This is an optimization exercise on Yosys and OpenROAD, whose aim is small area and a short achievable clock period, not a production implementation.
Function was not checked in any run shown here: the RTL went through the layout flow alone.
No activity file was given, so power comes from the tool's default toggle rates.

### flow/config.mk
export PLATFORM = sky130hd
export DESIGN_NAME = dense2_argmax
export DESIGN_NICKNAME = dense2_argmax
export VERILOG_FILES = /design/flow/design.v
export SDC_FILE = /design/flow/constraint.sdc
export NUM_CORES = 4
export LEC_CHECK = 0
export ABC_AREA = 1
export CAP_MARGIN = 20
export CORE_MARGIN = 2
export CORE_UTILIZATION = 40
export PLACE_DENSITY = 0.6
export SLEW_MARGIN = 20
### flow/constraint.sdc
create_clock -name core_clock -period 11.0 [get_ports {clk}]
set_input_delay 2.2000 -clock core_clock [delete_from_list [all_inputs] [get_ports {clk}]]
set_output_delay 2.2000 -clock core_clock [all_outputs]
set_load 0.01 [all_outputs]
### flow/design.v
package dense2_pkg;
  localparam int unsigned N_IN      = 120;
  localparam int unsigned N_OUT     = 10;
  localparam int unsigned DW        = 16;
  localparam int unsigned FRAC_BITS = 8;
  localparam int unsigned ACC_W     = 30;
  localparam int unsigned AW        = 7;
  localparam int unsigned IDX_W     = 4;
  localparam logic [DW-1:0] SAT_MAX = {1'b0, {(DW-1){1'b1}}};
  localparam logic [DW-1:0] SAT_MIN = {1'b1, {(DW-1){1'b0}}};
  typedef enum logic [2:0] {
    S_IDLE,
    S_ACCUM,
    S_BIAS_RD,
    S_BIAS_ADD,
    S_OUT,
    S_CLASS
  } state_t;
endpackage
module dense2_neuron_acc
(
  input  logic          clk,
  input  logic          clear,
  input  logic [7:0]    one,
  input  logic [7:0]    two,
  input  logic [7:0]    neg,
  input  logic [15:0]   w,
  output logic [29:0]   s,
  output logic [29:0]   c
);
  wire [29:0] sm = s & {30{~clear}};
  wire [29:0] cm = c & {30{~clear}};
  wire p1 = ((one[0] & w[0]) ^ neg[0]);
  wire p2 = (((one[0] & w[1]) | (two[0] & w[0])) ^ neg[0]);
  wire p3 = (((one[0] & w[2]) | (two[0] & w[1])) ^ neg[0]);
  wire p4 = (((one[0] & w[3]) | (two[0] & w[2])) ^ neg[0]);
  wire p5 = (((one[0] & w[4]) | (two[0] & w[3])) ^ neg[0]);
  wire p6 = (((one[0] & w[5]) | (two[0] & w[4])) ^ neg[0]);
  wire p7 = (((one[0] & w[6]) | (two[0] & w[5])) ^ neg[0]);
  wire p8 = (((one[0] & w[7]) | (two[0] & w[6])) ^ neg[0]);
  wire p9 = (((one[0] & w[8]) | (two[0] & w[7])) ^ neg[0]);
  wire p10 = (((one[0] & w[9]) | (two[0] & w[8])) ^ neg[0]);
  wire p11 = (((one[0] & w[10]) | (two[0] & w[9])) ^ neg[0]);
  wire p12 = (((one[0] & w[11]) | (two[0] & w[10])) ^ neg[0]);
  wire p13 = (((one[0] & w[12]) | (two[0] & w[11])) ^ neg[0]);
  wire p14 = (((one[0] & w[13]) | (two[0] & w[12])) ^ neg[0]);
  wire p15 = (((one[0] & w[14]) | (two[0] & w[13])) ^ neg[0]);
  wire p16 = (((one[0] & w[15]) | (two[0] & w[14])) ^ neg[0]);
  wire p17 = ~(((one[0] & w[15]) | (two[0] & w[15])) ^ neg[0]);
  wire p18 = ((one[1] & w[0]) ^ neg[1]);
  wire p19 = (((one[1] & w[1]) | (two[1] & w[0])) ^ neg[1]);
  wire p20 = (((one[1] & w[2]) | (two[1] & w[1])) ^ neg[1]);
  wire p21 = (((one[1] & w[3]) | (two[1] & w[2])) ^ neg[1]);
  wire p22 = (((one[1] & w[4]) | (two[1] & w[3])) ^ neg[1]);
  wire p23 = (((one[1] & w[5]) | (two[1] & w[4])) ^ neg[1]);
  wire p24 = (((one[1] & w[6]) | (two[1] & w[5])) ^ neg[1]);
  wire p25 = (((one[1] & w[7]) | (two[1] & w[6])) ^ neg[1]);
  wire p26 = (((one[1] & w[8]) | (two[1] & w[7])) ^ neg[1]);
  wire p27 = (((one[1] & w[9]) | (two[1] & w[8])) ^ neg[1]);
  wire p28 = (((one[1] & w[10]) | (two[1] & w[9])) ^ neg[1]);
  wire p29 = (((one[1] & w[11]) | (two[1] & w[10])) ^ neg[1]);
  wire p30 = (((one[1] & w[12]) | (two[1] & w[11])) ^ neg[1]);
  wire p31 = (((one[1] & w[13]) | (two[1] & w[12])) ^ neg[1]);
  wire p32 = (((one[1] & w[14]) | (two[1] & w[13])) ^ neg[1]);
  wire p33 = (((one[1] & w[15]) | (two[1] & w[14])) ^ neg[1]);
  wire p34 = ~(((one[1] & w[15]) | (two[1] & w[15])) ^ neg[1]);
  wire p35 = ((one[2] & w[0]) ^ neg[2]);
  wire p36 = (((one[2] & w[1]) | (two[2] & w[0])) ^ neg[2]);
  wire p37 = (((one[2] & w[2]) | (two[2] & w[1])) ^ neg[2]);
  wire p38 = (((one[2] & w[3]) | (two[2] & w[2])) ^ neg[2]);
  wire p39 = (((one[2] & w[4]) | (two[2] & w[3])) ^ neg[2]);
  wire p40 = (((one[2] & w[5]) | (two[2] & w[4])) ^ neg[2]);
  wire p41 = (((one[2] & w[6]) | (two[2] & w[5])) ^ neg[2]);
  wire p42 = (((one[2] & w[7]) | (two[2] & w[6])) ^ neg[2]);
  wire p43 = (((one[2] & w[8]) | (two[2] & w[7])) ^ neg[2]);
  wire p44 = (((one[2] & w[9]) | (two[2] & w[8])) ^ neg[2]);
  wire p45 = (((one[2] & w[10]) | (two[2] & w[9])) ^ neg[2]);
  wire p46 = (((one[2] & w[11]) | (two[2] & w[10])) ^ neg[2]);
  wire p47 = (((one[2] & w[12]) | (two[2] & w[11])) ^ neg[2]);
  wire p48 = (((one[2] & w[13]) | (two[2] & w[12])) ^ neg[2]);
  wire p49 = (((one[2] & w[14]) | (two[2] & w[13])) ^ neg[2]);
  wire p50 = (((one[2] & w[15]) | (two[2] & w[14])) ^ neg[2]);
  wire p51 = ~(((one[2] & w[15]) | (two[2] & w[15])) ^ neg[2]);
  wire p52 = ((one[3] & w[0]) ^ neg[3]);
  wire p53 = (((one[3] & w[1]) | (two[3] & w[0])) ^ neg[3]);
  wire p54 = (((one[3] & w[2]) | (two[3] & w[1])) ^ neg[3]);
  wire p55 = (((one[3] & w[3]) | (two[3] & w[2])) ^ neg[3]);
  wire p56 = (((one[3] & w[4]) | (two[3] & w[3])) ^ neg[3]);
  wire p57 = (((one[3] & w[5]) | (two[3] & w[4])) ^ neg[3]);
  wire p58 = (((one[3] & w[6]) | (two[3] & w[5])) ^ neg[3]);
  wire p59 = (((one[3] & w[7]) | (two[3] & w[6])) ^ neg[3]);
  wire p60 = (((one[3] & w[8]) | (two[3] & w[7])) ^ neg[3]);
  wire p61 = (((one[3] & w[9]) | (two[3] & w[8])) ^ neg[3]);
  wire p62 = (((one[3] & w[10]) | (two[3] & w[9])) ^ neg[3]);
  wire p63 = (((one[3] & w[11]) | (two[3] & w[10])) ^ neg[3]);
  wire p64 = (((one[3] & w[12]) | (two[3] & w[11])) ^ neg[3]);
  wire p65 = (((one[3] & w[13]) | (two[3] & w[12])) ^ neg[3]);
  wire p66 = (((one[3] & w[14]) | (two[3] & w[13])) ^ neg[3]);
  wire p67 = (((one[3] & w[15]) | (two[3] & w[14])) ^ neg[3]);
  wire p68 = ~(((one[3] & w[15]) | (two[3] & w[15])) ^ neg[3]);
  wire p69 = ((one[4] & w[0]) ^ neg[4]);
  wire p70 = (((one[4] & w[1]) | (two[4] & w[0])) ^ neg[4]);
  wire p71 = (((one[4] & w[2]) | (two[4] & w[1])) ^ neg[4]);
  wire p72 = (((one[4] & w[3]) | (two[4] & w[2])) ^ neg[4]);
  wire p73 = (((one[4] & w[4]) | (two[4] & w[3])) ^ neg[4]);
  wire p74 = (((one[4] & w[5]) | (two[4] & w[4])) ^ neg[4]);
  wire p75 = (((one[4] & w[6]) | (two[4] & w[5])) ^ neg[4]);
  wire p76 = (((one[4] & w[7]) | (two[4] & w[6])) ^ neg[4]);
  wire p77 = (((one[4] & w[8]) | (two[4] & w[7])) ^ neg[4]);
  wire p78 = (((one[4] & w[9]) | (two[4] & w[8])) ^ neg[4]);
  wire p79 = (((one[4] & w[10]) | (two[4] & w[9])) ^ neg[4]);
  wire p80 = (((one[4] & w[11]) | (two[4] & w[10])) ^ neg[4]);
  wire p81 = (((one[4] & w[12]) | (two[4] & w[11])) ^ neg[4]);
  wire p82 = (((one[4] & w[13]) | (two[4] & w[12])) ^ neg[4]);
  wire p83 = (((one[4] & w[14]) | (two[4] & w[13])) ^ neg[4]);
  wire p84 = (((one[4] & w[15]) | (two[4] & w[14])) ^ neg[4]);
  wire p85 = ~(((one[4] & w[15]) | (two[4] & w[15])) ^ neg[4]);
  wire p86 = ((one[5] & w[0]) ^ neg[5]);
  wire p87 = (((one[5] & w[1]) | (two[5] & w[0])) ^ neg[5]);
  wire p88 = (((one[5] & w[2]) | (two[5] & w[1])) ^ neg[5]);
  wire p89 = (((one[5] & w[3]) | (two[5] & w[2])) ^ neg[5]);
  wire p90 = (((one[5] & w[4]) | (two[5] & w[3])) ^ neg[5]);
  wire p91 = (((one[5] & w[5]) | (two[5] & w[4])) ^ neg[5]);
  wire p92 = (((one[5] & w[6]) | (two[5] & w[5])) ^ neg[5]);
  wire p93 = (((one[5] & w[7]) | (two[5] & w[6])) ^ neg[5]);
  wire p94 = (((one[5] & w[8]) | (two[5] & w[7])) ^ neg[5]);
  wire p95 = (((one[5] & w[9]) | (two[5] & w[8])) ^ neg[5]);
  wire p96 = (((one[5] & w[10]) | (two[5] & w[9])) ^ neg[5]);
  wire p97 = (((one[5] & w[11]) | (two[5] & w[10])) ^ neg[5]);
  wire p98 = (((one[5] & w[12]) | (two[5] & w[11])) ^ neg[5]);
  wire p99 = (((one[5] & w[13]) | (two[5] & w[12])) ^ neg[5]);
  wire p100 = (((one[5] & w[14]) | (two[5] & w[13])) ^ neg[5]);
  wire p101 = (((one[5] & w[15]) | (two[5] & w[14])) ^ neg[5]);
  wire p102 = ~(((one[5] & w[15]) | (two[5] & w[15])) ^ neg[5]);
  wire p103 = ((one[6] & w[0]) ^ neg[6]);
  wire p104 = (((one[6] & w[1]) | (two[6] & w[0])) ^ neg[6]);
  wire p105 = (((one[6] & w[2]) | (two[6] & w[1])) ^ neg[6]);
  wire p106 = (((one[6] & w[3]) | (two[6] & w[2])) ^ neg[6]);
  wire p107 = (((one[6] & w[4]) | (two[6] & w[3])) ^ neg[6]);
  wire p108 = (((one[6] & w[5]) | (two[6] & w[4])) ^ neg[6]);
  wire p109 = (((one[6] & w[6]) | (two[6] & w[5])) ^ neg[6]);
  wire p110 = (((one[6] & w[7]) | (two[6] & w[6])) ^ neg[6]);
  wire p111 = (((one[6] & w[8]) | (two[6] & w[7])) ^ neg[6]);
  wire p112 = (((one[6] & w[9]) | (two[6] & w[8])) ^ neg[6]);
  wire p113 = (((one[6] & w[10]) | (two[6] & w[9])) ^ neg[6]);
  wire p114 = (((one[6] & w[11]) | (two[6] & w[10])) ^ neg[6]);
  wire p115 = (((one[6] & w[12]) | (two[6] & w[11])) ^ neg[6]);
  wire p116 = (((one[6] & w[13]) | (two[6] & w[12])) ^ neg[6]);
  wire p117 = (((one[6] & w[14]) | (two[6] & w[13])) ^ neg[6]);
  wire p118 = (((one[6] & w[15]) | (two[6] & w[14])) ^ neg[6]);
  wire p119 = ~(((one[6] & w[15]) | (two[6] & w[15])) ^ neg[6]);
  wire p120 = ((one[7] & w[0]) ^ neg[7]);
  wire p121 = (((one[7] & w[1]) | (two[7] & w[0])) ^ neg[7]);
  wire p122 = (((one[7] & w[2]) | (two[7] & w[1])) ^ neg[7]);
  wire p123 = (((one[7] & w[3]) | (two[7] & w[2])) ^ neg[7]);
  wire p124 = (((one[7] & w[4]) | (two[7] & w[3])) ^ neg[7]);
  wire p125 = (((one[7] & w[5]) | (two[7] & w[4])) ^ neg[7]);
  wire p126 = (((one[7] & w[6]) | (two[7] & w[5])) ^ neg[7]);
  wire p127 = (((one[7] & w[7]) | (two[7] & w[6])) ^ neg[7]);
  wire p128 = (((one[7] & w[8]) | (two[7] & w[7])) ^ neg[7]);
  wire p129 = (((one[7] & w[9]) | (two[7] & w[8])) ^ neg[7]);
  wire p130 = (((one[7] & w[10]) | (two[7] & w[9])) ^ neg[7]);
  wire p131 = (((one[7] & w[11]) | (two[7] & w[10])) ^ neg[7]);
  wire p132 = (((one[7] & w[12]) | (two[7] & w[11])) ^ neg[7]);
  wire p133 = (((one[7] & w[13]) | (two[7] & w[12])) ^ neg[7]);
  wire p134 = (((one[7] & w[14]) | (two[7] & w[13])) ^ neg[7]);
  wire p135 = (((one[7] & w[15]) | (two[7] & w[14])) ^ neg[7]);
  wire p136 = ~(((one[7] & w[15]) | (two[7] & w[15])) ^ neg[7]);
  wire s137 = neg[1] ^ p3 ^ p18;
  wire c138 = (neg[1] & p3) | (neg[1] & p18) | (p3 & p18);
  wire s139 = p4 ^ p19 ^ c138;
  wire c140 = (p4 & p19) | (p4 & c138) | (p19 & c138);
  wire s141 = neg[2] ^ p5 ^ p20;
  wire c142 = (neg[2] & p5) | (neg[2] & p20) | (p5 & p20);
  wire s143 = p35 ^ s141 ^ c140;
  wire c144 = (p35 & s141) | (p35 & c140) | (s141 & c140);
  wire s145 = p6 ^ p21 ^ p36;
  wire c146 = (p6 & p21) | (p6 & p36) | (p21 & p36);
  wire s147 = c142 ^ s145 ^ c144;
  wire c148 = (c142 & s145) | (c142 & c144) | (s145 & c144);
  wire s149 = neg[3] ^ p7 ^ p22;
  wire c150 = (neg[3] & p7) | (neg[3] & p22) | (p7 & p22);
  wire s151 = p37 ^ p52 ^ c146;
  wire c152 = (p37 & p52) | (p37 & c146) | (p52 & c146);
  wire s153 = s149 ^ s151 ^ c148;
  wire c154 = (s149 & s151) | (s149 & c148) | (s151 & c148);
  wire s155 = p8 ^ p23 ^ p38;
  wire c156 = (p8 & p23) | (p8 & p38) | (p23 & p38);
  wire s157 = p53 ^ c150 ^ s155;
  wire c158 = (p53 & c150) | (p53 & s155) | (c150 & s155);
  wire s159 = c152 ^ s157 ^ c154;
  wire c160 = (c152 & s157) | (c152 & c154) | (s157 & c154);
  wire s161 = sm[0] ^ cm[0] ^ neg[4];
  wire c162 = (sm[0] & cm[0]) | (sm[0] & neg[4]) | (cm[0] & neg[4]);
  wire s163 = s161 ^ p9 ^ p24;
  wire c164 = (s161 & p9) | (s161 & p24) | (p9 & p24);
  wire s165 = p39 ^ p54 ^ p69;
  wire c166 = (p39 & p54) | (p39 & p69) | (p54 & p69);
  wire s167 = c156 ^ s163 ^ s165;
  wire c168 = (c156 & s163) | (c156 & s165) | (s163 & s165);
  wire s169 = c158 ^ s167 ^ c160;
  wire c170 = (c158 & s167) | (c158 & c160) | (s167 & c160);
  wire s171 = sm[1] ^ cm[1] ^ c162;
  wire c172 = (sm[1] & cm[1]) | (sm[1] & c162) | (cm[1] & c162);
  wire s173 = p10 ^ p25 ^ p40;
  wire c174 = (p10 & p25) | (p10 & p40) | (p25 & p40);
  wire s175 = p55 ^ p70 ^ s171;
  wire c176 = (p55 & p70) | (p55 & s171) | (p70 & s171);
  wire s177 = c164 ^ c166 ^ s173;
  wire c178 = (c164 & c166) | (c164 & s173) | (c166 & s173);
  wire s179 = s175 ^ c168 ^ s177;
  wire c180 = (s175 & c168) | (s175 & s177) | (c168 & s177);
  wire s181 = sm[2] ^ cm[2] ^ neg[5];
  wire c182 = (sm[2] & cm[2]) | (sm[2] & neg[5]) | (cm[2] & neg[5]);
  wire s183 = s181 ^ p11 ^ p26;
  wire c184 = (s181 & p11) | (s181 & p26) | (p11 & p26);
  wire s185 = p41 ^ p56 ^ p71;
  wire c186 = (p41 & p56) | (p41 & p71) | (p56 & p71);
  wire s187 = p86 ^ c172 ^ c174;
  wire c188 = (p86 & c172) | (p86 & c174) | (c172 & c174);
  wire s189 = s183 ^ s185 ^ c176;
  wire c190 = (s183 & s185) | (s183 & c176) | (s185 & c176);
  wire s191 = s187 ^ c178 ^ s189;
  wire c192 = (s187 & c178) | (s187 & s189) | (c178 & s189);
  wire s193 = sm[3] ^ cm[3] ^ c182;
  wire c194 = (sm[3] & cm[3]) | (sm[3] & c182) | (cm[3] & c182);
  wire s195 = p12 ^ p27 ^ p42;
  wire c196 = (p12 & p27) | (p12 & p42) | (p27 & p42);
  wire s197 = p57 ^ p72 ^ p87;
  wire c198 = (p57 & p72) | (p57 & p87) | (p72 & p87);
  wire s199 = s193 ^ c184 ^ c186;
  wire c200 = (s193 & c184) | (s193 & c186) | (c184 & c186);
  wire s201 = s195 ^ s197 ^ c188;
  wire c202 = (s195 & s197) | (s195 & c188) | (s197 & c188);
  wire s203 = s199 ^ c190 ^ s201;
  wire c204 = (s199 & c190) | (s199 & s201) | (c190 & s201);
  wire s205 = sm[4] ^ cm[4] ^ neg[6];
  wire c206 = (sm[4] & cm[4]) | (sm[4] & neg[6]) | (cm[4] & neg[6]);
  wire s207 = s205 ^ p13 ^ p28;
  wire c208 = (s205 & p13) | (s205 & p28) | (p13 & p28);
  wire s209 = p43 ^ p58 ^ p73;
  wire c210 = (p43 & p58) | (p43 & p73) | (p58 & p73);
  wire s211 = p88 ^ p103 ^ c194;
  wire c212 = (p88 & p103) | (p88 & c194) | (p103 & c194);
  wire s213 = c196 ^ c198 ^ s207;
  wire c214 = (c196 & c198) | (c196 & s207) | (c198 & s207);
  wire s215 = s209 ^ s211 ^ c200;
  wire c216 = (s209 & s211) | (s209 & c200) | (s211 & c200);
  wire s217 = s213 ^ c202 ^ s215;
  wire c218 = (s213 & c202) | (s213 & s215) | (c202 & s215);
  wire s219 = sm[5] ^ cm[5] ^ c206;
  wire c220 = (sm[5] & cm[5]) | (sm[5] & c206) | (cm[5] & c206);
  wire s221 = p14 ^ p29 ^ p44;
  wire c222 = (p14 & p29) | (p14 & p44) | (p29 & p44);
  wire s223 = p59 ^ p74 ^ p89;
  wire c224 = (p59 & p74) | (p59 & p89) | (p74 & p89);
  wire s225 = p104 ^ s219 ^ c208;
  wire c226 = (p104 & s219) | (p104 & c208) | (s219 & c208);
  wire s227 = c210 ^ s221 ^ s223;
  wire c228 = (c210 & s221) | (c210 & s223) | (s221 & s223);
  wire s229 = c212 ^ s225 ^ c214;
  wire c230 = (c212 & s225) | (c212 & c214) | (s225 & c214);
  wire s231 = s227 ^ c216 ^ s229;
  wire c232 = (s227 & c216) | (s227 & s229) | (c216 & s229);
  wire s233 = sm[6] ^ cm[6] ^ neg[7];
  wire c234 = (sm[6] & cm[6]) | (sm[6] & neg[7]) | (cm[6] & neg[7]);
  wire s235 = s233 ^ p15 ^ p30;
  wire c236 = (s233 & p15) | (s233 & p30) | (p15 & p30);
  wire s237 = p45 ^ p60 ^ p75;
  wire c238 = (p45 & p60) | (p45 & p75) | (p60 & p75);
  wire s239 = p90 ^ p105 ^ p120;
  wire c240 = (p90 & p105) | (p90 & p120) | (p105 & p120);
  wire s241 = c220 ^ c222 ^ c224;
  wire c242 = (c220 & c222) | (c220 & c224) | (c222 & c224);
  wire s243 = s235 ^ s237 ^ s239;
  wire c244 = (s235 & s237) | (s235 & s239) | (s237 & s239);
  wire s245 = c226 ^ s241 ^ c228;
  wire c246 = (c226 & s241) | (c226 & c228) | (s241 & c228);
  wire s247 = s243 ^ c230 ^ s245;
  wire c248 = (s243 & c230) | (s243 & s245) | (c230 & s245);
  wire s249 = sm[7] ^ cm[7] ^ c234;
  wire c250 = (sm[7] & cm[7]) | (sm[7] & c234) | (cm[7] & c234);
  wire s251 = p16 ^ p31 ^ p46;
  wire c252 = (p16 & p31) | (p16 & p46) | (p31 & p46);
  wire s253 = p61 ^ p76 ^ p91;
  wire c254 = (p61 & p76) | (p61 & p91) | (p76 & p91);
  wire s255 = p106 ^ p121 ^ s249;
  wire c256 = (p106 & p121) | (p106 & s249) | (p121 & s249);
  wire s257 = c236 ^ c238 ^ c240;
  wire c258 = (c236 & c238) | (c236 & c240) | (c238 & c240);
  wire s259 = s251 ^ s253 ^ c242;
  wire c260 = (s251 & s253) | (s251 & c242) | (s253 & c242);
  wire s261 = s255 ^ s257 ^ c244;
  wire c262 = (s255 & s257) | (s255 & c244) | (s257 & c244);
  wire s263 = c246 ^ s259 ^ s261;
  wire c264 = (c246 & s259) | (c246 & s261) | (s259 & s261);
  wire s265 = 1'b1 ^ sm[8] ^ cm[8];
  wire c266 = (1'b1 & sm[8]) | (1'b1 & cm[8]) | (sm[8] & cm[8]);
  wire s267 = s265 ^ p17 ^ p32;
  wire c268 = (s265 & p17) | (s265 & p32) | (p17 & p32);
  wire s269 = p47 ^ p62 ^ p77;
  wire c270 = (p47 & p62) | (p47 & p77) | (p62 & p77);
  wire s271 = p92 ^ p107 ^ p122;
  wire c272 = (p92 & p107) | (p92 & p122) | (p107 & p122);
  wire s273 = c250 ^ c252 ^ c254;
  wire c274 = (c250 & c252) | (c250 & c254) | (c252 & c254);
  wire s275 = s267 ^ s269 ^ s271;
  wire c276 = (s267 & s269) | (s267 & s271) | (s269 & s271);
  wire s277 = c256 ^ c258 ^ s273;
  wire c278 = (c256 & c258) | (c256 & s273) | (c258 & s273);
  wire s279 = s275 ^ c260 ^ c262;
  wire c280 = (s275 & c260) | (s275 & c262) | (c260 & c262);
  wire s281 = s277 ^ c264 ^ s279;
  wire c282 = (s277 & c264) | (s277 & s279) | (c264 & s279);
  wire s283 = 1'b1 ^ sm[9] ^ cm[9];
  wire c284 = (1'b1 & sm[9]) | (1'b1 & cm[9]) | (sm[9] & cm[9]);
  wire s285 = c266 ^ s283 ^ p33;
  wire c286 = (c266 & s283) | (c266 & p33) | (s283 & p33);
  wire s287 = p48 ^ p63 ^ p78;
  wire c288 = (p48 & p63) | (p48 & p78) | (p63 & p78);
  wire s289 = p93 ^ p108 ^ p123;
  wire c290 = (p93 & p108) | (p93 & p123) | (p108 & p123);
  wire s291 = c268 ^ c270 ^ c272;
  wire c292 = (c268 & c270) | (c268 & c272) | (c270 & c272);
  wire s293 = s285 ^ s287 ^ s289;
  wire c294 = (s285 & s287) | (s285 & s289) | (s287 & s289);
  wire s295 = c274 ^ s291 ^ c276;
  wire c296 = (c274 & s291) | (c274 & c276) | (s291 & c276);
  wire s297 = s293 ^ c278 ^ s295;
  wire c298 = (s293 & c278) | (s293 & s295) | (c278 & s295);
  wire s299 = c280 ^ s297 ^ c282;
  wire c300 = (c280 & s297) | (c280 & c282) | (s297 & c282);
  wire s301 = sm[10] ^ cm[10] ^ c284;
  wire c302 = (sm[10] & cm[10]) | (sm[10] & c284) | (cm[10] & c284);
  wire s303 = p34 ^ p49 ^ p64;
  wire c304 = (p34 & p49) | (p34 & p64) | (p49 & p64);
  wire s305 = p79 ^ p94 ^ p109;
  wire c306 = (p79 & p94) | (p79 & p109) | (p94 & p109);
  wire s307 = p124 ^ s301 ^ c286;
  wire c308 = (p124 & s301) | (p124 & c286) | (s301 & c286);
  wire s309 = c288 ^ c290 ^ s303;
  wire c310 = (c288 & c290) | (c288 & s303) | (c290 & s303);
  wire s311 = s305 ^ c292 ^ s307;
  wire c312 = (s305 & c292) | (s305 & s307) | (c292 & s307);
  wire s313 = c294 ^ s309 ^ c296;
  wire c314 = (c294 & s309) | (c294 & c296) | (s309 & c296);
  wire s315 = s311 ^ c298 ^ s313;
  wire c316 = (s311 & c298) | (s311 & s313) | (c298 & s313);
  wire s317 = 1'b1 ^ sm[11] ^ cm[11];
  wire c318 = (1'b1 & sm[11]) | (1'b1 & cm[11]) | (sm[11] & cm[11]);
  wire s319 = s317 ^ p50 ^ p65;
  wire c320 = (s317 & p50) | (s317 & p65) | (p50 & p65);
  wire s321 = p80 ^ p95 ^ p110;
  wire c322 = (p80 & p95) | (p80 & p110) | (p95 & p110);
  wire s323 = p125 ^ c302 ^ c304;
  wire c324 = (p125 & c302) | (p125 & c304) | (c302 & c304);
  wire s325 = c306 ^ s319 ^ s321;
  wire c326 = (c306 & s319) | (c306 & s321) | (s319 & s321);
  wire s327 = c308 ^ s323 ^ c310;
  wire c328 = (c308 & s323) | (c308 & c310) | (s323 & c310);
  wire s329 = s325 ^ c312 ^ s327;
  wire c330 = (s325 & c312) | (s325 & s327) | (c312 & s327);
  wire s331 = c314 ^ s329 ^ c316;
  wire c332 = (c314 & s329) | (c314 & c316) | (s329 & c316);
  wire s333 = sm[12] ^ cm[12] ^ c318;
  wire c334 = (sm[12] & cm[12]) | (sm[12] & c318) | (cm[12] & c318);
  wire s335 = p51 ^ p66 ^ p81;
  wire c336 = (p51 & p66) | (p51 & p81) | (p66 & p81);
  wire s337 = p96 ^ p111 ^ p126;
  wire c338 = (p96 & p111) | (p96 & p126) | (p111 & p126);
  wire s339 = s333 ^ c320 ^ c322;
  wire c340 = (s333 & c320) | (s333 & c322) | (c320 & c322);
  wire s341 = s335 ^ s337 ^ c324;
  wire c342 = (s335 & s337) | (s335 & c324) | (s337 & c324);
  wire s343 = s339 ^ c326 ^ c328;
  wire c344 = (s339 & c326) | (s339 & c328) | (c326 & c328);
  wire s345 = s341 ^ c330 ^ s343;
  wire c346 = (s341 & c330) | (s341 & s343) | (c330 & s343);
  wire s347 = 1'b1 ^ sm[13] ^ cm[13];
  wire c348 = (1'b1 & sm[13]) | (1'b1 & cm[13]) | (sm[13] & cm[13]);
  wire s349 = s347 ^ p67 ^ p82;
  wire c350 = (s347 & p67) | (s347 & p82) | (p67 & p82);
  wire s351 = p97 ^ p112 ^ p127;
  wire c352 = (p97 & p112) | (p97 & p127) | (p112 & p127);
  wire s353 = c334 ^ c336 ^ c338;
  wire c354 = (c334 & c336) | (c334 & c338) | (c336 & c338);
  wire s355 = s349 ^ s351 ^ c340;
  wire c356 = (s349 & s351) | (s349 & c340) | (s351 & c340);
  wire s357 = s353 ^ c342 ^ s355;
  wire c358 = (s353 & c342) | (s353 & s355) | (c342 & s355);
  wire s359 = c344 ^ s357 ^ c346;
  wire c360 = (c344 & s357) | (c344 & c346) | (s357 & c346);
  wire s361 = sm[14] ^ cm[14] ^ c348;
  wire c362 = (sm[14] & cm[14]) | (sm[14] & c348) | (cm[14] & c348);
  wire s363 = p68 ^ p83 ^ p98;
  wire c364 = (p68 & p83) | (p68 & p98) | (p83 & p98);
  wire s365 = p113 ^ p128 ^ s361;
  wire c366 = (p113 & p128) | (p113 & s361) | (p128 & s361);
  wire s367 = c350 ^ c352 ^ s363;
  wire c368 = (c350 & c352) | (c350 & s363) | (c352 & s363);
  wire s369 = s365 ^ c354 ^ s367;
  wire c370 = (s365 & c354) | (s365 & s367) | (c354 & s367);
  wire s371 = c356 ^ s369 ^ c358;
  wire c372 = (c356 & s369) | (c356 & c358) | (s369 & c358);
  wire s373 = 1'b1 ^ sm[15] ^ cm[15];
  wire c374 = (1'b1 & sm[15]) | (1'b1 & cm[15]) | (sm[15] & cm[15]);
  wire s375 = s373 ^ p84 ^ p99;
  wire c376 = (s373 & p84) | (s373 & p99) | (p84 & p99);
  wire s377 = p114 ^ p129 ^ c362;
  wire c378 = (p114 & p129) | (p114 & c362) | (p129 & c362);
  wire s379 = c364 ^ s375 ^ c366;
  wire c380 = (c364 & s375) | (c364 & c366) | (s375 & c366);
  wire s381 = s377 ^ c368 ^ s379;
  wire c382 = (s377 & c368) | (s377 & s379) | (c368 & s379);
  wire s383 = c370 ^ s381 ^ c372;
  wire c384 = (c370 & s381) | (c370 & c372) | (s381 & c372);
  wire s385 = sm[16] ^ cm[16] ^ c374;
  wire c386 = (sm[16] & cm[16]) | (sm[16] & c374) | (cm[16] & c374);
  wire s387 = p85 ^ p100 ^ p115;
  wire c388 = (p85 & p100) | (p85 & p115) | (p100 & p115);
  wire s389 = p130 ^ s385 ^ c376;
  wire c390 = (p130 & s385) | (p130 & c376) | (s385 & c376);
  wire s391 = s387 ^ c378 ^ s389;
  wire c392 = (s387 & c378) | (s387 & s389) | (c378 & s389);
  wire s393 = c380 ^ s391 ^ c382;
  wire c394 = (c380 & s391) | (c380 & c382) | (s391 & c382);
  wire s395 = 1'b1 ^ sm[17] ^ cm[17];
  wire c396 = (1'b1 & sm[17]) | (1'b1 & cm[17]) | (sm[17] & cm[17]);
  wire s397 = s395 ^ p101 ^ p116;
  wire c398 = (s395 & p101) | (s395 & p116) | (p101 & p116);
  wire s399 = p131 ^ c386 ^ c388;
  wire c400 = (p131 & c386) | (p131 & c388) | (c386 & c388);
  wire s401 = s397 ^ c390 ^ s399;
  wire c402 = (s397 & c390) | (s397 & s399) | (c390 & s399);
  wire s403 = c392 ^ s401 ^ c394;
  wire c404 = (c392 & s401) | (c392 & c394) | (s401 & c394);
  wire s405 = sm[18] ^ cm[18] ^ c396;
  wire c406 = (sm[18] & cm[18]) | (sm[18] & c396) | (cm[18] & c396);
  wire s407 = p102 ^ p117 ^ p132;
  wire c408 = (p102 & p117) | (p102 & p132) | (p117 & p132);
  wire s409 = s405 ^ c398 ^ s407;
  wire c410 = (s405 & c398) | (s405 & s407) | (c398 & s407);
  wire s411 = c400 ^ s409 ^ c402;
  wire c412 = (c400 & s409) | (c400 & c402) | (s409 & c402);
  wire s413 = 1'b1 ^ sm[19] ^ cm[19];
  wire c414 = (1'b1 & sm[19]) | (1'b1 & cm[19]) | (sm[19] & cm[19]);
  wire s415 = s413 ^ p118 ^ p133;
  wire c416 = (s413 & p118) | (s413 & p133) | (p118 & p133);
  wire s417 = c406 ^ c408 ^ s415;
  wire c418 = (c406 & c408) | (c406 & s415) | (c408 & s415);
  wire s419 = c410 ^ s417 ^ c412;
  wire c420 = (c410 & s417) | (c410 & c412) | (s417 & c412);
  wire s421 = sm[20] ^ cm[20] ^ c414;
  wire c422 = (sm[20] & cm[20]) | (sm[20] & c414) | (cm[20] & c414);
  wire s423 = p119 ^ p134 ^ s421;
  wire c424 = (p119 & p134) | (p119 & s421) | (p134 & s421);
  wire s425 = c416 ^ s423 ^ c418;
  wire c426 = (c416 & s423) | (c416 & c418) | (s423 & c418);
  wire s427 = 1'b1 ^ sm[21] ^ cm[21];
  wire c428 = (1'b1 & sm[21]) | (1'b1 & cm[21]) | (sm[21] & cm[21]);
  wire s429 = s427 ^ p135 ^ c422;
  wire c430 = (s427 & p135) | (s427 & c422) | (p135 & c422);
  wire s431 = c424 ^ s429 ^ c426;
  wire c432 = (c424 & s429) | (c424 & c426) | (s429 & c426);
  wire s433 = sm[22] ^ cm[22] ^ c428;
  wire c434 = (sm[22] & cm[22]) | (sm[22] & c428) | (cm[22] & c428);
  wire s435 = p136 ^ s433 ^ c430;
  wire c436 = (p136 & s433) | (p136 & c430) | (s433 & c430);
  wire s437 = 1'b1 ^ sm[23] ^ cm[23];
  wire c438 = (1'b1 & sm[23]) | (1'b1 & cm[23]) | (sm[23] & cm[23]);
  wire s439 = s437 ^ c434 ^ c436;
  wire c440 = (s437 & c434) | (s437 & c436) | (c434 & c436);
  wire s441 = 1'b1 ^ sm[24] ^ cm[24];
  wire c442 = (1'b1 & sm[24]) | (1'b1 & cm[24]) | (sm[24] & cm[24]);
  wire s443 = c438 ^ s441 ^ c440;
  wire c444 = (c438 & s441) | (c438 & c440) | (s441 & c440);
  wire s445 = 1'b1 ^ sm[25] ^ cm[25];
  wire c446 = (1'b1 & sm[25]) | (1'b1 & cm[25]) | (sm[25] & cm[25]);
  wire s447 = c442 ^ s445 ^ c444;
  wire c448 = (c442 & s445) | (c442 & c444) | (s445 & c444);
  wire s449 = 1'b1 ^ sm[26] ^ cm[26];
  wire c450 = (1'b1 & sm[26]) | (1'b1 & cm[26]) | (sm[26] & cm[26]);
  wire s451 = c446 ^ s449 ^ c448;
  wire c452 = (c446 & s449) | (c446 & c448) | (s449 & c448);
  wire s453 = 1'b1 ^ sm[27] ^ cm[27];
  wire c454 = (1'b1 & sm[27]) | (1'b1 & cm[27]) | (sm[27] & cm[27]);
  wire s455 = c450 ^ s453 ^ c452;
  wire c456 = (c450 & s453) | (c450 & c452) | (s453 & c452);
  wire s457 = 1'b1 ^ sm[28] ^ cm[28];
  wire c458 = (1'b1 & sm[28]) | (1'b1 & cm[28]) | (sm[28] & cm[28]);
  wire s459 = c454 ^ s457 ^ c456;
  wire c460 = (c454 & s457) | (c454 & c456) | (s457 & c456);
  wire s461 = 1'b1 ^ sm[29] ^ cm[29];
  wire c462 = (1'b1 & sm[29]) | (1'b1 & cm[29]) | (sm[29] & cm[29]);
  wire s463 = c458 ^ s461 ^ c460;
  wire c464 = (c458 & s461) | (c458 & c460) | (s461 & c460);
  wire [8:0] low_sum = {1'b0, s159, s153, s147, s143, s139, s137, p2, p1} + {1'b0, 1'b0, 1'b0, 1'b0, 1'b0, 1'b0, 1'b0, 1'b0, neg[0]};
  always_ff @(posedge clk) begin
    s <= {s463, s459, s455, s451, s447, s443, s439, c432, s431, c420, s419, c404, s403, c384, s383, c360, s359, c332, s331, c300, s299, s281, c248, c232, c218, c204, c192, c180, c170, s169};
    c <= {1'b0, 1'b0, 1'b0, 1'b0, 1'b0, 1'b0, 1'b0, s435, 1'b0, s425, 1'b0, s411, 1'b0, s393, 1'b0, s371, 1'b0, s345, 1'b0, s315, 1'b0, 1'b0, s263, s247, s231, s217, s203, s191, s179, low_sum[8]};
  end
endmodule
module dense2_argmax
(
  input  logic                clk,
  input  logic                rst,
  input  logic                in_valid,
  input  logic                frame_start_in,
  input  logic                frame_end_in,
  input  logic [dense2_pkg::DW-1:0]       dense_input,
  output logic                rom_en,
  output logic [dense2_pkg::AW-1:0]       rom_addr,
  input  logic [dense2_pkg::N_OUT*dense2_pkg::DW-1:0] rom_data,
  output logic                out_valid,
  output logic                frame_start_out,
  output logic                frame_end_out,
  output logic [dense2_pkg::DW-1:0]       logit_out,
  output logic                class_valid,
  output logic [dense2_pkg::IDX_W-1:0]    class_idx,
  output logic                err
);
  localparam int unsigned W = dense2_pkg::ACC_W;
  dense2_pkg::state_t state;
  dense2_pkg::state_t state_n;
  logic [dense2_pkg::AW-1:0]     cnt;
  logic [dense2_pkg::AW-1:0]     cnt_n;
  logic              clear;
  logic              take;
  logic              err_c;
  logic              clr_q;
  logic [dense2_pkg::DW-1:0]     sample_q;
  logic [dense2_pkg::IDX_W-1:0]  out_k;
  logic [dense2_pkg::DW-1:0]     best_val;
  logic [dense2_pkg::IDX_W-1:0]  best_idx;
  logic [W-1:0]      acc_s [dense2_pkg::N_OUT];
  logic [W-1:0]      acc_c [dense2_pkg::N_OUT];
  logic [7:0] b_one, b_two, b_neg;
  always_comb begin
    for (int k = 0; k < 8; k++) begin
      logic x0, x1, x2;
      x0 = (k == 0) ? 1'b0 : sample_q[2*k-1];
      x1 = sample_q[2*k];
      x2 = sample_q[2*k+1];
      b_one[k] = x1 ^ x0;
      b_two[k] = (x2 & ~x1 & ~x0) | (~x2 & x1 & x0);
      b_neg[k] = x2;
    end
  end
  for (genvar k = 0; k < dense2_pkg::N_OUT; k++) begin : g_neuron
    dense2_neuron_acc u_acc (
      .clk     (clk),
      .clear   (clr_q),
      .one     (b_one),
      .two     (b_two),
      .neg     (b_neg),
      .w       (rom_data[k*dense2_pkg::DW +: dense2_pkg::DW]),
      .s       (acc_s[k]),
      .c       (acc_c[k])
    );
  end
  always_ff @(posedge clk) begin
    if (rst) begin
      state <= dense2_pkg::S_IDLE;
    end else begin
      state <= state_n;
    end
  end
  always_comb begin
    state_n  = state;
    cnt_n    = cnt;
    rom_en   = 1'b0;
    rom_addr = '0;
    clear    = 1'b0;
    take     = 1'b0;
    err_c    = 1'b0;
    case (state)
      dense2_pkg::S_IDLE: begin
        if (in_valid && frame_start_in) begin
          if (frame_end_in) begin
            err_c = 1'b1;
          end else begin
            clear    = 1'b1;
            take     = 1'b1;
            rom_en   = 1'b1;
            cnt_n    = dense2_pkg::AW'(1);
            state_n  = dense2_pkg::S_ACCUM;
          end
        end
      end
      dense2_pkg::S_ACCUM: begin
        if (in_valid) begin
          take   = 1'b1;
          rom_en = 1'b1;
          if (frame_start_in) begin
            err_c = 1'b1;
            clear = 1'b1;
            cnt_n = dense2_pkg::AW'(1);
          end else begin
            rom_addr = cnt;
            if (frame_end_in) begin
              if (cnt == dense2_pkg::AW'(dense2_pkg::N_IN - 1)) begin
                state_n = dense2_pkg::S_BIAS_RD;
              end else begin
                err_c   = 1'b1;
                state_n = dense2_pkg::S_IDLE;
              end
            end else if (cnt == dense2_pkg::AW'(dense2_pkg::N_IN - 1)) begin
              err_c   = 1'b1;
              state_n = dense2_pkg::S_IDLE;
            end else begin
              cnt_n = cnt + dense2_pkg::AW'(1);
            end
          end
        end
      end
      dense2_pkg::S_BIAS_RD: begin
        rom_en   = 1'b1;
        rom_addr = dense2_pkg::AW'(dense2_pkg::N_IN);
        err_c    = in_valid;
        state_n  = dense2_pkg::S_BIAS_ADD;
      end
      dense2_pkg::S_BIAS_ADD: begin
        err_c   = in_valid;
        state_n = dense2_pkg::S_OUT;
      end
      dense2_pkg::S_OUT: begin
        err_c = in_valid;
        if (out_k == dense2_pkg::IDX_W'(dense2_pkg::N_OUT - 1)) begin
          state_n = dense2_pkg::S_CLASS;
        end
      end
      dense2_pkg::S_CLASS: begin
        err_c   = in_valid;
        state_n = dense2_pkg::S_IDLE;
      end
      default: begin
        state_n = dense2_pkg::S_IDLE;
      end
    endcase
    if (rst) begin
      rom_en   = 1'b0;
      rom_addr = '0;
    end
  end
  logic [W-1:0]  sel_s, sel_c, sel_sum;
  logic [dense2_pkg::DW-1:0] logit_c;
  always_comb begin
    sel_s = '0;
    sel_c = '0;
    for (int k = 0; k < dense2_pkg::N_OUT; k++) begin
      if (out_k == dense2_pkg::IDX_W'(k)) begin
        sel_s = acc_s[k];
        sel_c = acc_c[k];
      end
    end
    sel_sum = sel_s + sel_c;
    logit_c = (sel_sum[W-1:dense2_pkg::DW-1] == {(W-dense2_pkg::DW+1){sel_sum[W-1]}})
            ? sel_sum[dense2_pkg::DW-1:0]
            : (sel_sum[W-1] ? dense2_pkg::SAT_MIN : dense2_pkg::SAT_MAX);
  end
  logic              better;
  logic [dense2_pkg::IDX_W-1:0]  cur_idx;
  assign better  = frame_start_out || ($signed(logit_out) > $signed(best_val));
  assign cur_idx = out_k - dense2_pkg::IDX_W'(1);
  always_ff @(posedge clk) begin
    if (rst) begin
      cnt             <= '0;
      clr_q           <= 1'b0;
      sample_q        <= '0;
      out_k           <= '0;
      best_val        <= '0;
      best_idx        <= '0;
      out_valid       <= 1'b0;
      frame_start_out <= 1'b0;
      frame_end_out   <= 1'b0;
      logit_out       <= '0;
      class_valid     <= 1'b0;
      class_idx       <= '0;
      err             <= 1'b0;
    end else begin
      cnt             <= cnt_n;
      clr_q           <= clear;
      err             <= err_c;
      out_valid       <= 1'b0;
      frame_start_out <= 1'b0;
      frame_end_out   <= 1'b0;
      class_valid     <= 1'b0;
      if (take) begin
        sample_q <= dense_input;
      end else if (state == dense2_pkg::S_BIAS_RD) begin
        sample_q <= dense2_pkg::DW'(1 << dense2_pkg::FRAC_BITS);
      end else begin
        sample_q <= '0;
      end
      if (out_valid && better) begin
        best_val <= logit_out;
        best_idx <= cur_idx;
      end
      case (state)
        dense2_pkg::S_BIAS_ADD: begin
          out_k <= '0;
        end
        dense2_pkg::S_OUT: begin
          out_valid       <= 1'b1;
          logit_out       <= logit_c;
          frame_start_out <= (out_k == '0);
          frame_end_out   <= (out_k == dense2_pkg::IDX_W'(dense2_pkg::N_OUT - 1));
          out_k           <= out_k + dense2_pkg::IDX_W'(1);
        end
        dense2_pkg::S_CLASS: begin
          class_valid <= 1'b1;
          class_idx   <= better ? cur_idx : best_idx;
        end
        default: begin
        end
      endcase
    end
  end
endmodule
### flow/run.sh
#!/bin/bash
# synth_recipe.tcl (not shown) runs the flow's synth.tcl, then flattens the netlist and writes it again
# the make line also repeats each setting of config.mk as NAME=value (left out here)
make -C /OpenROAD-flow-scripts/flow DESIGN_CONFIG=/design/flow/config.mk WORK_HOME=/design/flow/orfs CLKGATE_MAP_FILE= SYNTH_SCRIPT=/design/flow/synth_recipe.tcl finish
==> reports/summary.txt, run 1 <==
Post-route ant nets -> 0
Synth top area share -> 37.1%
CTS Buf Count -> 74
Number of global-route vias before repair -> 71500
Count leader, synth -> inv_1
Min Tclk post-route -> 7960 ps
Hold WC Path Type -> flop to flop
H-tree levels -> 3
CTS clk-pin slew, worst paths -> 60 ps
Sequential element share of the synthesized area -> 13.3%
Remaining DRCs -> 0
Required time worst endpoint -> 11570 ps
Startpoint Class -> flop
Post-synthesis area per instance -> 8.47 sq um
Die width -> 449 um
Maxcap violations -> 0
Worst Path Arrival -> 8520 ps
Post-Route WL -> 323000 um
Mapped Cells -> 9363
NumNets Final -> 10800
WL/cell -> 27.4 um
Hold Slack -> 459 ps
Initial Util -> 40.2%
Crit path capture type -> flop
I/O pins -> 214
Synth top area cells -> fa_1, xor2_1, dfxtp_1, inv_1, o22ai_1
Post-synthesis adder-cell area fraction -> 37.8%
Setup-failing EPs final -> 0
Post-CTS sizing -> 0
Final cell count without fillers -> 11800
Layout area overhead -> 8.50%
Slowest CP cell -> inv_2
Max incr delay on CP -> 810 ps
Setup CP Type -> flop to flop
Mapped Area -> 0.0793 sq mm
Critical-path maximum fanout -> 56
Routed vias -> 68700
Placed insts -> 11600
CTS tree -> built
Synth Register Bits -> 526
Core area -> 0.197 sq mm
Syn nets -> 11100
Cell mode on critical path -> nand2_1
Post-synth top cells -> inv_1, fa_1, xor2_1
Rel. slew slack -> 24.2%
Power Density -> 261 mW/mm^2
First-pass GRT wire length -> 478000 um
Initial antenna violation count -> 20
Port Buf Inserts -> 213
Post-DP HPWL -> 223000 um
Xor and xnor area share after synthesis -> 14.0%
Grt ovf -> 0
Slew Limit Fails -> 0
Hold_buf cts -> 0
Compound-gate portion of the synthesized area -> 13.2%
Die Footprint -> 0.202 sq mm
Post-synth ARST share -> 0%
Synth Flop Type -> dfxtp_1
Via density per instance -> 5.83
Std cell rows -> 163
Sink Count -> 526
Max IR drop VDD -> 0.000125 V
Root Buffer -> clkbuf_16
Pleak -> 39.9 nW
Number of iterations in the first detailed-routing pass -> 7
Post-synth top area cell -> fa_1
Cell variety after synth -> 55
EDFF count, synth -> 0
Post-Synth Simple-Gate Area -> 8.03%
Fraction of layout cells with a size suffix above 1 -> 4.39%
GRT Total Usage -> 31.7%
Largest net degree at the start of global routing -> 114
Synthesis Warnings -> 4
Die height -> 449 um
Bufs on Longest Clock Path -> 3
Clock latency on the worst-skew pair -> 750 ps
Highest clock rate -> 126 MHz
1st-iter DRT viols -> 8269
Combinational family with the most area after synthesis -> adder cells
Final hold viol count -> 0
Period utilization -> 72.3%
Placer Congestion -> 1.02
Run status -> timing/DRC/antenna clean
TNS Setup -> 0 ps
RSZ-0062 raised after global routing -> no
Worst Tran Pin Value -> 1130 ps
Mux contribution to synthesized area -> 0%
Post-CTS Setup Bufs -> 0
Skew final -> 45.1 ps
PnR Total Power -> 0.0224 W
==> cells in the final DEF (no fill, tap or decap), drive strengths merged, types with 2 or more instances in the layout <==
master	netlist	final
inv	2114	2130
fa	1471	1471
xor2	1254	1254
o22ai	1204	1204
nand2	888	888
dfxtp	526	526
nor2	374	374
o21ai	259	259
clkdlybuf4s50	0	213
nand3	142	142
buf	94	135
a21oi	130	130
clkbuf	619	102
ha	41	41
a221oi	27	27
nand4	26	26
clkinv	21	25
nor4	24	24
nor3	22	22
o221ai	18	18
o211ai	18	18
xnor2	15	15
o2111ai	12	12
nand3b	12	12
diode	0	11
a31oi	11	11
a21o	9	9
o311ai	9	9
bufinv	0	8
a211oi	7	7
o21bai	3	3
nor3b	3	3
o31ai	2	2
a22oi	2	2
and2	2	2
clkinvlp	0	2
==> power by group <==
| part | internal, W | switching (W) |
|---|---|---|
| combinational | 0.00610 | 0.00964 |
| sequential | 0.00315 | 0.000833 |
| clock | 0.00158 | 0.00112 |
| total | 0.0108 | 0.0116 |
==> final timing paths <==
check	depth (start not counted)	slack (ps)	from	endpoint
setup reg to reg	33	3040	out_k[2]	logit_out[2]
setup / recovery	33	3040	out_k[2]	logit_out[2]
hold reg to reg	2	460	best_val[7]	best_val[7]
hold / removal	2	460	best_val[7]	best_val[7]
==> metal layers <==
layer / wire [um] / vias to the layer above / part of all wire [%] / track usage [%]
met5: 162 / - / 0.050 / 0.166
met4: 21100 / 22 / 6.5 / 17.7
met3: 44000 / 1034 / 14 / 10.3
met2: 136000 / 4928 / 42 / 46.4
met1: 121000 / 34300 / 38 / 41.0
li1: - / 28400 / - / -
==> stage by stage <==
stage,utilization (%),setup slack (ps),cell area [sq um]
detailed placement,42.3,3180,83400
CTS,43.6,3150,86000
global route,43.6,2380,86000
finish,43.6,3040,86000
floorplan,-,4450,79300
global placement,42.3,3220,83400
==> registers in the layout, indices dropped and copies added, names as in the netlist <==
| signal | cells |
|---|---|
| frame_end_out | 1 |
| class_idx | 4 |
| best_val | 16 |
| cnt | 7 |
| out_k | 4 |
| sample_q | 16 |
| err | 1 |
| g_neuron.u_acc.c | 150 |
| g_neuron.u_acc.s | 300 |
| clr_q | 1 |
| out_valid | 1 |
| class_valid | 1 |
| state | 3 |
| logit_out | 16 |
| frame_start_out | 1 |
| best_idx | 4 |
==> critical path: cells and delay by family (launching register included) <==
family / cells / cell delay, ps
fa+ha+maj: 2 / 620
simple gates: 20 / 3710
compound gates: 9 / 2070
flops: 1 / 500
buf+inv: 2 / 870
==> area by class of cell <==
| type | instances | area [sq um] |
|---|---|---|
| sequential | 526 | 10600 |
| timing repair buffer | 348 | 3330 |
| tap | 2640 | 3300 |
| multi-input combinational | 5989 | 58100 |
| antenna | 11 | 27.5 |
| fill | 19400 | 111000 |
| inverter | 2135 | 8120 |
| clock inverter | 30 | 459 |
| clock buffer | 102 | 2170 |
==> kinds of logic after synthesis <==
family / after synthesis
buf+inv: 2848
compound gates: 1713
fa+ha+maj: 1512
simple gates: 1495
xor+xnor: 1269
flops: 526
==> run 2, diff against run 1 <==
--- a/flow/design.v
+++ b/flow/design.v
@@ -22,3 +22,6 @@
   input  logic          clk,
-  input  logic          clear,
+  input  logic          keep,
+  input  logic          shift,
+  input  logic [29:0]   nxt_s,
+  input  logic [29:0]   nxt_c,
   input  logic [7:0]    one,
@@ -30,4 +33,4 @@
 );
-  wire [29:0] sm = s & {30{~clear}};
-  wire [29:0] cm = c & {30{~clear}};
+  wire [29:0] sm = (s & {30{keep}}) | (nxt_s & {30{shift}});
+  wire [29:0] cm = (c & {30{keep}}) | (nxt_c & {30{shift}});
   wire p1 = ((one[0] & w[0]) ^ neg[0]);
@@ -529,3 +532,4 @@
   logic              err_c;
-  logic              clr_q;
+  logic              keep_q;
+  logic              shift_q;
   logic [dense2_pkg::DW-1:0]     sample_q;
@@ -551,3 +555,6 @@
       .clk     (clk),
-      .clear   (clr_q),
+      .keep    (keep_q),
+      .shift   (shift_q),
+      .nxt_s   ((k == dense2_pkg::N_OUT - 1) ? '0 : acc_s[(k + 1) % dense2_pkg::N_OUT]),
+      .nxt_c   ((k == dense2_pkg::N_OUT - 1) ? '0 : acc_c[(k + 1) % dense2_pkg::N_OUT]),
       .one     (b_one),
@@ -644,18 +651,8 @@
   end
-  logic [W-1:0]  sel_s, sel_c, sel_sum;
+  logic [W-1:0]  sel_sum;
   logic [dense2_pkg::DW-1:0] logit_c;
-  always_comb begin
-    sel_s = '0;
-    sel_c = '0;
-    for (int k = 0; k < dense2_pkg::N_OUT; k++) begin
-      if (out_k == dense2_pkg::IDX_W'(k)) begin
-        sel_s = acc_s[k];
-        sel_c = acc_c[k];
-      end
-    end
-    sel_sum = sel_s + sel_c;
-    logit_c = (sel_sum[W-1:dense2_pkg::DW-1] == {(W-dense2_pkg::DW+1){sel_sum[W-1]}})
-            ? sel_sum[dense2_pkg::DW-1:0]
-            : (sel_sum[W-1] ? dense2_pkg::SAT_MIN : dense2_pkg::SAT_MAX);
-  end
+  assign sel_sum = acc_s[0] + acc_c[0];
+  assign logit_c = (sel_sum[W-1:dense2_pkg::DW-1] == {(W-dense2_pkg::DW+1){sel_sum[W-1]}})
+                 ? sel_sum[dense2_pkg::DW-1:0]
+                 : (sel_sum[W-1] ? dense2_pkg::SAT_MIN : dense2_pkg::SAT_MAX);
   logic              better;
@@ -667,3 +664,4 @@
       cnt             <= '0;
-      clr_q           <= 1'b0;
+      keep_q          <= 1'b0;
+      shift_q         <= 1'b0;
       sample_q        <= '0;
@@ -681,3 +679,4 @@
       cnt             <= cnt_n;
-      clr_q           <= clear;
+      shift_q         <= (state_n == dense2_pkg::S_OUT);
+      keep_q          <= !clear && (state_n != dense2_pkg::S_OUT);
       err             <= err_c;
--- a/flow/config.mk
+++ b/flow/config.mk
@@ -12,2 +12,3 @@
 export PLACE_DENSITY = 0.6
+export SETUP_SLACK_MARGIN = 5
 export SLEW_MARGIN = 20
==> run 2 against run 1 <==
  * Sequential share of layout area about the same
  * Sequential power shrank about 20%
  * Synthesized cell count down 2.6%
  * Still clean
  * Count of clock-buffer cells in the layout rose by 4
  * Cell area is 0.18% higher
  * Synthesized area down 1.6%
  * Critical endpoint is now g_neuron[9].u_acc.s[13]
  * Maximum frequency up 33%
  * Hold slack lost 5.9 ps
  * Register-to-register slack gained 2000 ps
  * Non-clock buffer count up 91
  * Highest routed layer is now met4
  * Core utilization is 0.71 points higher
  * Clock power fell by 3%
  * Largest power group unchanged
==> reports/summary.txt, run 2 <==
Run status -> timing/DRC/antenna clean (unchanged)
CTS Buf Count -> 74 (unchanged)
First-pass GRT wire length -> 429000 um (was 478000 um)
Remaining DRCs -> 0 (unchanged)
Clock latency on the worst-skew pair -> 720 ps (was 750 ps)
Final Util -> 44.3% (was 43.6%)
I/O pins -> 214 (unchanged)
Post-route ant nets -> 0 (unchanged)
Startpoint Class -> flop (unchanged)
Int Pwr -> 0.00758 W (was 0.0108 W)
Number of iterations in the first detailed-routing pass -> 6 (was 7)
RSZ-0062 raised after global routing -> no (unchanged)
Fraction of layout cells with a size suffix above 1 -> 5.96% (was 4.39%)
Slowest CP cell -> dfxtp_4 (was inv_2)
Mux contribution to synthesized area -> 0% (unchanged)
Max reg flops -> 300 (unchanged)
Bufs on Longest Clock Path -> 3 (unchanged)
Min Tclk post-route -> 6000 ps (was 7960 ps)
Mapped Area -> 0.0781 sq mm (was 0.0793 sq mm)
Count leader, synth -> inv_1 (unchanged)
Routed vias -> 66100 (was 68700)
Final Cell Area -> 0.0862 sq mm (was 0.0860 sq mm)
Worst Tran Pin Value -> 1190 ps (was 1130 ps)
Xor and xnor area share after synthesis -> 14.3% (was 14.0%)
Die width -> 446 um (was 449 um)
Largest regs -> g_neuron.u_acc.s: 300 flops, g_neuron.u_acc.c: 150 flops (unchanged)
EDFF count, synth -> 0 (unchanged)
Hold WC Path Type -> flop to flop (unchanged)
Port Buf Inserts -> 213 (unchanged)
Crit path capture type -> flop (unchanged)
Combinational family with the most area after synthesis -> adder cells (unchanged)
Bufs and invs on worst path -> 4 (was 2)
Maxcap violations -> 0 (unchanged)
Critical-path maximum fanout -> 118 (was 56)
Cell mode on critical path -> fa_1 (was nand2_1)
Synth Flop Type -> dfxtp_1 (unchanged)
Comb pwr share -> 58.8% (was 70.2%)
PnR Total Power -> 0.0141 W (was 0.0224 W)
Period utilization -> 54.5% (was 72.3%)
Synthesis Warnings -> 4 (unchanged)
Core area -> 0.194 sq mm (was 0.197 sq mm)
Power share of the clock group -> 18.7% (was 12.0%)
Required time worst endpoint -> 11560 ps (was 11570 ps)
Post-Route WL -> 282000 um (was 323000 um)
Post-Synth Simple-Gate Area -> 4.58% (was 8.03%)
Initial antenna violation count -> 5 (was 20)
Compound-gate portion of the synthesized area -> 14.1% (was 13.2%)
TNS Setup -> 0 ps (unchanged)
Initial Util -> 40.2% (about the same)
Pleak -> 39.8 nW (was 39.9 nW)
Post-synth ARST share -> 0% (unchanged)
Placer Congestion -> 0.940 (was 1.02)
Rel. slew slack -> 20.4% (was 24.2%)
Highest clock rate -> 167 MHz (was 126 MHz)
H-tree levels -> 3 (unchanged)
Std cell rows -> 162 (was 163)
Post-synthesis adder-cell area fraction -> 38.3% (was 37.8%)
Sink Count -> 527 (was 526)
1st-iter DRT viols -> 6580 (was 8269)
Post-synthesis area per instance -> 8.56 sq um (was 8.47 sq um)
Post-DP HPWL -> 185000 um (was 223000 um)
Placed Instance Area -> 0.0823 sq mm (was 0.0834 sq mm)
Post-synth top area cell -> fa_1 (unchanged)
Most common cell after layout, fill and taps aside -> inv_1 (unchanged)
Skew final -> 49.2 ps (was 45.1 ps)
GRT Total Usage -> 28.2% (was 31.7%)
Max IR drop VDD -> 0.000128 V (was 0.000125 V)
Cell Chain, Critical Path -> inv_8, o21ai_4, buf_16, buf_4, o22ai_1, xor2_1, fa_1, fa_1, fa_1, fa_1, fa_1, inv_1, fa_1
Sequential element share of the synthesized area -> 13.5% (was 13.3%)
NumNets Final -> 10600 (was 10800)
Slew Limit Fails -> 0 (unchanged)
Setup-failing EPs final -> 0 (unchanged)
CTS clk-pin slew, worst paths -> 60 ps (about the same)
Largest Register -> g_neuron.u_acc.s (unchanged)
Cell variety after synth -> 45 (was 55)
Final hold viol count -> 0 (unchanged)
Syn nets -> 10800 (was 11100)
Layout area overhead -> 10.4% (was 8.50%)
Power Density -> 163 mW/mm^2 (was 261 mW/mm^2)
Hold_buf cts -> 0 (unchanged)
CTS tree -> built (unchanged)
Flop pwr share -> 22.5% (was 17.8%)
Switching pwr -> 0.00650 W (was 0.0116 W)
Max incr delay on CP -> 770 ps (was 810 ps)
Via density per instance -> 5.72 (was 5.83)
Synth top area share -> 37.7% (was 37.1%)
WL/cell -> 24.4 um (was 27.4 um)
Die Footprint -> 0.199 sq mm (was 0.202 sq mm)
Number of global-route vias before repair -> 71200 (was 71500)
Mapped Cells -> 9124 (was 9363)
Root Buffer -> clkbuf_16 (unchanged)
Dominant delay contributor by cell family on the critical path -> adder cells (was simple AND/OR/NAND/NOR gates)
Commonest cells after routing, fill and taps aside -> inv_1, o22ai_1, fa_1 (was inv_1, fa_1, xor2_1)
Grt ovf -> 0 (unchanged)
Setup CP Type -> flop to flop (unchanged)
Largest net degree at the start of global routing -> 170 (was 114)
Die height -> 446 um (was 449 um)
Worst Path Arrival -> 6560 ps (was 8520 ps)
Synth top area cells -> fa_1, xor2_1, dfxtp_1, o22ai_1, inv_1 (was fa_1, xor2_1, dfxtp_1, inv_1, o22ai_1)
Post-synth top cells -> inv_1, o22ai_1, fa_1 (was inv_1, fa_1, xor2_1)
Switching Share -> 46.2% (was 51.7%)
Synth Register Bits -> 527 (was 526)
-- run 2: changes by cell type after synthesis, moves of 13 or more --
cell      change
nand2_1     -367
nand4_1      -17
nand3_2      -19
o211ai_1     -18
o21ai_0      -78
o22ai_1     +318
o221ai_1     -18
nor2_1      -190
inv_1       +335
a221oi_1     -26
xor2_1       +18
inv_2        -13
a21oi_1      -30
-- run 2: path summary, 6_finish.rpt --
| kind | from | to | slack [ps] | depth (start not counted) |
|---|---|---|---|---|
| setup / recovery | sample_q[11] | g_neuron[9].u_acc.s[13] | 5000 | 13 |
| hold / removal | best_idx[0] | best_idx[0] | 450 | 2 |
| setup reg to reg | sample_q[11] | g_neuron[9].u_acc.s[13] | 5000 | 13 |
| hold reg to reg | best_idx[0] | best_idx[0] | 450 | 2 |
-- run 2: worst reg2reg max path, delay by kind of cell (launching register included) --
kind            cells  cell delay [ps]
fa+ha+maj           6             2610
compound gates      2              490
buf+inv             4             1770
flops               1              770
xor+xnor            1              210
-- run 2: what timing repair did --
item / 4_1_cts / 5_1_grt
buffers inserted: 28 / 82
pin swaps: 2 / 2
resized for setup: 48 / 63
gates cloned: 1 / 1
setup endpoints to repair: 155 / 63
-- run 2: final cells by class --
cell class,instances,area (sq um)
fill,19000,108000
multi-input combinational,5452,56000
sequential,527,10600
inverter,2460,9500
timing repair buffer,439,4340
tap,2542,3180
clock buffer,106,2130
clock inverter,27,414
antenna,3,7.51
-- run 2: kinds of logic after synthesis --
family	count (synthesis)
compound gates	1807
xor+xnor	1276
fa+ha+maj	1508
buf+inv	3147
flops	527
simple gates	859
-- run 2: per-stage QoR --
| stage | std cells | setup WS [ps] | hold slack, ps |
|---|---|---|---|
| 5_1_grt | 11600 | 5000 | 481 |
| 6_report | 11600 | 5000 | 453 |
| 3_3_place_gp | 11300 | 3770 | 442 |
| 4_1_cts | 11500 | 5000 | 457 |
| 2_1_floorplan | 9124 | 4980 | 430 |
| 3_5_place_dp | 11300 | 3730 | 447 |
-- run 2: layer usage --
metal / vias to the layer above / part of all wire, % / track usage, %
li1: 27700 / - / -
met1: 33100 / 37 / 34.5
met2: 4130 / 47 / 46.9
met3: 1068 / 10 / 5.57
met4: 0 / 6.0 / 15.3
met5: - / 0 / 0
-- run 2: power by group through the flow --
stage / sequential (W) / clock [W] / combinational (W)
floorplan: 0.00307 / 0 / 0.00614
global placement: 0.00319 / 0 / 0.00786
detailed placement: 0.00320 / 0 / 0.00822
CTS: 0.00316 / 0.00267 / 0.00826
global route: 0.00323 / 0.00273 / 0.00976
finish: 0.00317 / 0.00263 / 0.00829

[re-timing with driven ports]
The flow's constraints put no driver on any port. The routed layouts listed below were extracted and timed again, unchanged, in two steps. Step 1 assumes that a clkbuf_16 drives the clock port and a buf_2 every other input. Step 2 moves the port delays by t, midway between the first and last clock arrival at a register: inputs arrive t later, outputs are due t later. That takes back most of the time a late clock gives input paths. a / b / c = no drivers / after step 1 / after step 2; a / b = the first two.
run	t, ns	slack for setup (ns)	worst setup path at the end	slew at the worst register clock pin (ns)
run 1	0.823	3.043 / 3.043 / 3.043	register to register	0.07 / 0.07
run 2	0.784	5.003 / 5.003 / 4.310	input to register	0.06 / 0.06
After both steps every run listed still meets setup and hold. The setup slack of run 2, which loses most, moves by 0.000 ns with the drivers and by -0.693 ns with both steps.
